What follows belongs to an exercise in optimizing a design on an open flow for a short achievable clock period and few clock cycles per item; a production flow would make more cautious choices.
Only simulation tests tie the RTL to the original design; equivalence was not proved.
No driver is modelled on the clock port, so clocking that relies on it looks cheaper here than on a real chip.
Power is estimated from default activity; no workload was simulated.

// dfu_top
module dfu_top (
	input  logic        clk,
	input  logic        rst,
	input  logic        a_valid,
	input  logic [4:0]  a_op,
	input  logic [31:0] a_data,
	output logic        a_ready,
	input  logic        b_valid,
	input  logic [31:0] b_data,
	output logic        b_ready,
	output logic        res_valid,
	output logic [31:0] res_data,
	input  logic        res_ready
);
	logic           take;
	logic           is_mul;
	logic           mul_quick;
	logic           busy;
	logic           mul_load;
	dfu_pkg::word_t alu_data;
	dfu_pkg::word_t mul_data;
	operand_join join0 (
		.a_valid (a_valid),
		.a_op    (a_op),
		.b_valid (b_valid),
		.mul_quick (mul_quick),
		.busy    (busy),
		.a_ready (a_ready),
		.b_ready (b_ready),
		.take    (take),
		.is_mul  (is_mul)
	);
	int_alu alu0 (
		.tok_op   (a_op),
		.tok_a    (a_data),
		.tok_b    (b_data),
		.mul_quick (mul_quick),
		.alu_data (alu_data)
	);
	mul_pipe mul0 (
		.clk  (clk),
		.load (mul_load),
		.op_a (a_data),
		.op_b (b_data),
		.prod (mul_data)
	);
	result_buffer rbuf0 (
		.clk       (clk),
		.rst       (rst),
		.take      (take),
		.is_mul    (is_mul),
		.alu_data  (alu_data),
		.mul_data  (mul_data),
		.busy      (busy),
		.mul_load  (mul_load),
		.res_valid (res_valid),
		.res_data  (res_data),
		.res_ready (res_ready)
	);
endmodule
Size in the first run: about 6200 cells after synthesis, roughly 110 I/O pins, about 43000 µm² of cells after synthesis.
==> module operand_join, before the edit <==
module operand_join (
	input  logic       a_valid,
	input  logic [4:0] a_op,
	input  logic       b_valid,
	input  logic       mul_quick,
	input  logic       busy,
	output logic       a_ready,
	output logic       b_ready,
	output logic       take,
	output logic       is_mul
);
	logic join_valid;
	assign join_valid = a_valid & b_valid;
	assign is_mul = (a_op == dfu_pkg::OP_MUL) & ~mul_quick;
	assign take = join_valid & ~busy;
	assign a_ready = take;
	assign b_ready = take;
endmodule
==> module int_alu, before the edit <==
module int_alu (
	input  logic [4:0]     tok_op,
	input  dfu_pkg::word_t tok_a,
	input  dfu_pkg::word_t tok_b,
	output logic           mul_quick,
	output dfu_pkg::word_t alu_data
);
	dfu_pkg::word_t sum;
	dfu_pkg::word_t dif;
	logic           big;
	dfu_pkg::word_t shl;
	dfu_pkg::word_t shr;
	dfu_pkg::word_t sra;
	logic signed [dfu_pkg::DATA_W-1:0] sa;
	assign sa = tok_a;
	assign sum = tok_a + tok_b;
	assign dif = tok_a - tok_b;
	logic [30:0] gt [6];
	logic [30:0] eqf [6];
	logic        gt_lo;
	logic        eq_lo;
	logic        a31;
	logic        b31;
	assign gt[0]  = tok_a[30:0] & ~tok_b[30:0];
	assign eqf[0] = ~(tok_a[30:0] ^ tok_b[30:0]);
	for (genvar l = 0; l < 5; l++) begin : g_cmp
		for (genvar i = 0; i < 31; i++) begin : g_bit
			if ((i % (2 << l)) == 0 && i + (1 << l) < 31) begin : g_join
				assign gt[l+1][i]  = gt[l][i+(1<<l)] | (eqf[l][i+(1<<l)] & gt[l][i]);
				assign eqf[l+1][i] = eqf[l][i+(1<<l)] & eqf[l][i];
			end else begin : g_pass
				assign gt[l+1][i]  = gt[l][i];
				assign eqf[l+1][i] = eqf[l][i];
			end
		end
	end
	assign gt_lo = gt[5][0];
	assign eq_lo = eqf[5][0];
	assign a31 = tok_a[31];
	assign b31 = tok_b[31];
	logic eq;
	logic ugt;
	logic sgt;
	assign eq  = eq_lo & (a31 == b31);
	assign ugt = (a31 & ~b31) | ((a31 == b31) & gt_lo);
	assign sgt = (~a31 & b31) | ((a31 == b31) & gt_lo);
	assign big = |tok_b[31:5];
	assign shl = tok_a << tok_b[4:0];
	assign shr = tok_a >> tok_b[4:0];
	assign sra = dfu_pkg::word_t'(sa >>> tok_b[4:0]);
	logic a_01;
	logic b_01;
	dfu_pkg::word_t mul01;
	assign a_01 = ~|tok_a[31:1];
	assign b_01 = ~|tok_b[31:1];
	assign mul_quick = a_01 | b_01;
	assign mul01 = b_01 ? (tok_a & {32{tok_b[0]}}) : (tok_b & {32{tok_a[0]}});
	logic s_mul;
	logic s_add, s_sub, s_and, s_or, s_xor, s_shl, s_shr, s_sra, s_fill;
	logic cmp;
	assign s_mul  = (tok_op == dfu_pkg::OP_MUL) & mul_quick;
	assign s_add  = (tok_op == dfu_pkg::OP_ADD);
	assign s_sub  = (tok_op == dfu_pkg::OP_SUB);
	assign s_and  = (tok_op == dfu_pkg::OP_AND);
	assign s_or   = (tok_op == dfu_pkg::OP_OR);
	assign s_xor  = (tok_op == dfu_pkg::OP_XOR);
	assign s_shl  = (tok_op == dfu_pkg::OP_SHL) & ~big;
	assign s_shr  = (tok_op == dfu_pkg::OP_LSHR) & ~big;
	assign s_sra  = (tok_op == dfu_pkg::OP_ASHR) & ~big;
	assign s_fill = (tok_op == dfu_pkg::OP_ASHR) & big & tok_a[31];
	always_comb begin
		case (tok_op)
			dfu_pkg::OP_EQ:  cmp = eq;
			dfu_pkg::OP_NE:  cmp = ~eq;
			dfu_pkg::OP_UGT: cmp = ugt;
			dfu_pkg::OP_UGE: cmp = ugt | eq;
			dfu_pkg::OP_ULT: cmp = ~(ugt | eq);
			dfu_pkg::OP_ULE: cmp = ~ugt;
			dfu_pkg::OP_SGT: cmp = sgt;
			dfu_pkg::OP_SGE: cmp = sgt | eq;
			dfu_pkg::OP_SLT: cmp = ~(sgt | eq);
			dfu_pkg::OP_SLE: cmp = ~sgt;
			default:         cmp = 1'b0;
		endcase
	end
	always_comb begin
		alu_data = ({32{s_add}} & sum)
			| ({32{s_sub}} & dif)
			| ({32{s_and}} & (tok_a & tok_b))
			| ({32{s_or}}  & (tok_a | tok_b))
			| ({32{s_xor}} & (tok_a ^ tok_b))
			| ({32{s_shl}} & shl)
			| ({32{s_shr}} & shr)
			| ({32{s_sra}} & sra)
			| {32{s_fill}}
			| ({32{s_mul}} & mul01);
		alu_data[0] = alu_data[0] | cmp;
	end
endmodule
==> module dfu_top, before the edit <==
module dfu_top (
	input  logic        clk,
	input  logic        rst,
	input  logic        a_valid,
	input  logic [4:0]  a_op,
	input  logic [31:0] a_data,
	output logic        a_ready,
	input  logic        b_valid,
	input  logic [31:0] b_data,
	output logic        b_ready,
	output logic        res_valid,
	output logic [31:0] res_data,
	input  logic        res_ready
);
	logic           take;
	logic           is_mul;
	logic           mul_quick;
	logic           busy;
	logic           mul_load;
	dfu_pkg::word_t alu_data;
	dfu_pkg::word_t mul_data;
	operand_join join0 (
		.a_valid (a_valid),
		.a_op    (a_op),
		.b_valid (b_valid),
		.mul_quick (mul_quick),
		.busy    (busy),
		.a_ready (a_ready),
		.b_ready (b_ready),
		.take    (take),
		.is_mul  (is_mul)
	);
	int_alu alu0 (
		.tok_op   (a_op),
		.tok_a    (a_data),
		.tok_b    (b_data),
		.mul_quick (mul_quick),
		.alu_data (alu_data)
	);
	mul_pipe mul0 (
		.clk  (clk),
		.load (mul_load),
		.op_a (a_data),
		.op_b (b_data),
		.prod (mul_data)
	);
	result_buffer rbuf0 (
		.clk       (clk),
		.rst       (rst),
		.take      (take),
		.is_mul    (is_mul),
		.alu_data  (alu_data),
		.mul_data  (mul_data),
		.busy      (busy),
		.mul_load  (mul_load),
		.res_valid (res_valid),
		.res_data  (res_data),
		.res_ready (res_ready)
	);
endmodule
export LEC_CHECK = 0
export CAP_MARGIN = 20
export CORE_MARGIN = 2
export CORE_UTILIZATION = 40
export SETUP_SLACK_MARGIN = 4.0
export SLEW_MARGIN = 20
create_clock -name core_clock -period 9.0 [get_ports {clk}]
standard.sh (not shown) runs the stock make flow with config.mk's settings and CLKGATE_MAP_FILE= SYNTH_SCRIPT=/design/flow/synth_recipe.tcl, a recipe that flattens the netlist after the stock synthesis.
==> flow/flow/run.sh <==
#!/bin/bash
# The standard layout (standard.sh, all ORFS steps to finish) with these
# changes:
# - synthesis runs through flow/synth.tcl: modules are mapped one by one
#   (SYNTH_HIERARCHICAL 1, flattened at the end as the standard flow's synthesis
#   does), with flow/speed.abc, a delay-driven ABC script, and with no
#   adder cells extracted;
# - the port buffers are plain sky130_fd_sc_hd__buf_4 cells (which the
#   resizer may resize) rather than delay cells;
# - the CTS and global-route steps each end with extra setup repair
#   passes (flow/post_cts.tcl, flow/post_grt.tcl).
# Make's full output goes to flow_make.log in the work folder; ORFS keeps
# each step's log under orfs/logs/.
set -euo pipefail
work=$(pwd)
bash standard.sh \
  SYNTH_HIERARCHICAL=1 \
  SYNTH_SCRIPT="$work/flow/synth.tcl" \
  FLOW_ABC_SCRIPT="$work/flow/speed.abc" \
  BUFFER_PORTS_ARGS="-buffer_cell sky130_fd_sc_hd__buf_4" \
  POST_CTS_TCL="$work/flow/post_cts.tcl" \
  POST_GLOBAL_ROUTE_TCL="$work/flow/post_grt.tcl" \
  finish > "$work/flow_make.log" 2>&1
Other scripts of this flow, unchanged in this note and not shown: flow/flow/post_cts.tcl, flow/flow/post_grt.tcl, flow/flow/speed.abc, flow/flow/synth.tcl
Testbench counts at the start, summed over its fixed seeds: cycles 9,419, items 8,000.
Rerun with:
--- a/flow/design.v
+++ b/flow/design.v
@@ -26,27 +26,25 @@
 module operand_join (
 	input  logic       a_valid,
 	input  logic [4:0] a_op,
 	input  logic       b_valid,
-	input  logic       mul_quick,
 	input  logic       busy,
 	output logic       a_ready,
 	output logic       b_ready,
 	output logic       take,
 	output logic       is_mul
 );
 	logic join_valid;
 	assign join_valid = a_valid & b_valid;
-	assign is_mul = (a_op == dfu_pkg::OP_MUL) & ~mul_quick;
+	assign is_mul = (a_op == dfu_pkg::OP_MUL);
 	assign take = join_valid & ~busy;
 	assign a_ready = take;
 	assign b_ready = take;
 endmodule
 module int_alu (
 	input  logic [4:0]     tok_op,
 	input  dfu_pkg::word_t tok_a,
 	input  dfu_pkg::word_t tok_b,
-	output logic           mul_quick,
 	output dfu_pkg::word_t alu_data
 );
 	dfu_pkg::word_t sum;
 	dfu_pkg::word_t dif;
@@ -90,19 +88,10 @@
 	assign big = |tok_b[31:5];
 	assign shl = tok_a << tok_b[4:0];
 	assign shr = tok_a >> tok_b[4:0];
 	assign sra = dfu_pkg::word_t'(sa >>> tok_b[4:0]);
-	logic a_01;
-	logic b_01;
-	dfu_pkg::word_t mul01;
-	assign a_01 = ~|tok_a[31:1];
-	assign b_01 = ~|tok_b[31:1];
-	assign mul_quick = a_01 | b_01;
-	assign mul01 = b_01 ? (tok_a & {32{tok_b[0]}}) : (tok_b & {32{tok_a[0]}});
-	logic s_mul;
 	logic s_add, s_sub, s_and, s_or, s_xor, s_shl, s_shr, s_sra, s_fill;
 	logic cmp;
-	assign s_mul  = (tok_op == dfu_pkg::OP_MUL) & mul_quick;
 	assign s_add  = (tok_op == dfu_pkg::OP_ADD);
 	assign s_sub  = (tok_op == dfu_pkg::OP_SUB);
 	assign s_and  = (tok_op == dfu_pkg::OP_AND);
 	assign s_or   = (tok_op == dfu_pkg::OP_OR);
@@ -134,10 +123,9 @@
 			| ({32{s_xor}} & (tok_a ^ tok_b))
 			| ({32{s_shl}} & shl)
 			| ({32{s_shr}} & shr)
 			| ({32{s_sra}} & sra)
-			| {32{s_fill}}
-			| ({32{s_mul}} & mul01);
+			| {32{s_fill}};
 		alu_data[0] = alu_data[0] | cmp;
 	end
 endmodule
 module mul_pipe (
@@ -2025,18 +2013,16 @@
 	input  logic        res_ready
 );
 	logic           take;
 	logic           is_mul;
-	logic           mul_quick;
 	logic           busy;
 	logic           mul_load;
 	dfu_pkg::word_t alu_data;
 	dfu_pkg::word_t mul_data;
 	operand_join join0 (
 		.a_valid (a_valid),
 		.a_op    (a_op),
 		.b_valid (b_valid),
-		.mul_quick (mul_quick),
 		.busy    (busy),
 		.a_ready (a_ready),
 		.b_ready (b_ready),
 		.take    (take),
@@ -2045,9 +2031,8 @@
 	int_alu alu0 (
 		.tok_op   (a_op),
 		.tok_a    (a_data),
 		.tok_b    (b_data),
-		.mul_quick (mul_quick),
 		.alu_data (alu_data)
 	);
 	mul_pipe mul0 (
 		.clk  (clk),
After rerunning: Clock power is lower by about 1%; global-route usage came out lower by 8.9 points; power falls by 12%; synthesized area decreases by 2.3%; hold slack is worse by 0.085 ns; fmax went down by 1.8%; worst setup slack is worse by 0.11 ns; non-clock buffer count went down by 180; final area went down by 7.7%; combinational power goes down by 15%; synthesized cell count falls by 3.4%; utilization is lower by 2.5 points; wire length decreases by 20%; register-to-register slack degrades by 0.39 ns.
Testbench counts after the change, summed over its fixed seeds: cycles 10,092, items 8,000.

what the ideal ports hide:
How much do the figures lean on ideal ports? The routed layouts below were timed once more, with nothing changed but the port constraints.
Step 1, drivers: a clkbuf_16 drives clk and a buf_2 each remaining input, both assumed.
Step 2 adds t to the input delays and takes it off the output delays; t is the mean of the earliest and latest rising clock arrival at the registers after step 1. Input paths then give back, and output paths get back, about the clock's delay inside the block.
Slacks: ideal ports / drivers / drivers and shift; pairs: ideal ports / drivers.
run	shift t [ns]	setup slack, ns	hold WS [ns]	worst setup path after step 2	clock arrival spread, ns
the first run	0.593	2.918 / 2.648 / 2.399	0.881 / 0.881 / 0.881	input to register	0.037 / 0.037
the second run	0.575	2.805 / 2.621 / 2.162	0.796 / 0.796 / 0.796	input to register	0.037 / 0.038
After both steps setup and hold are still met in every run listed. For the second run, which loses most, drivers alone change the setup slack by -0.184 ns; drivers and shift together by -0.643 ns.
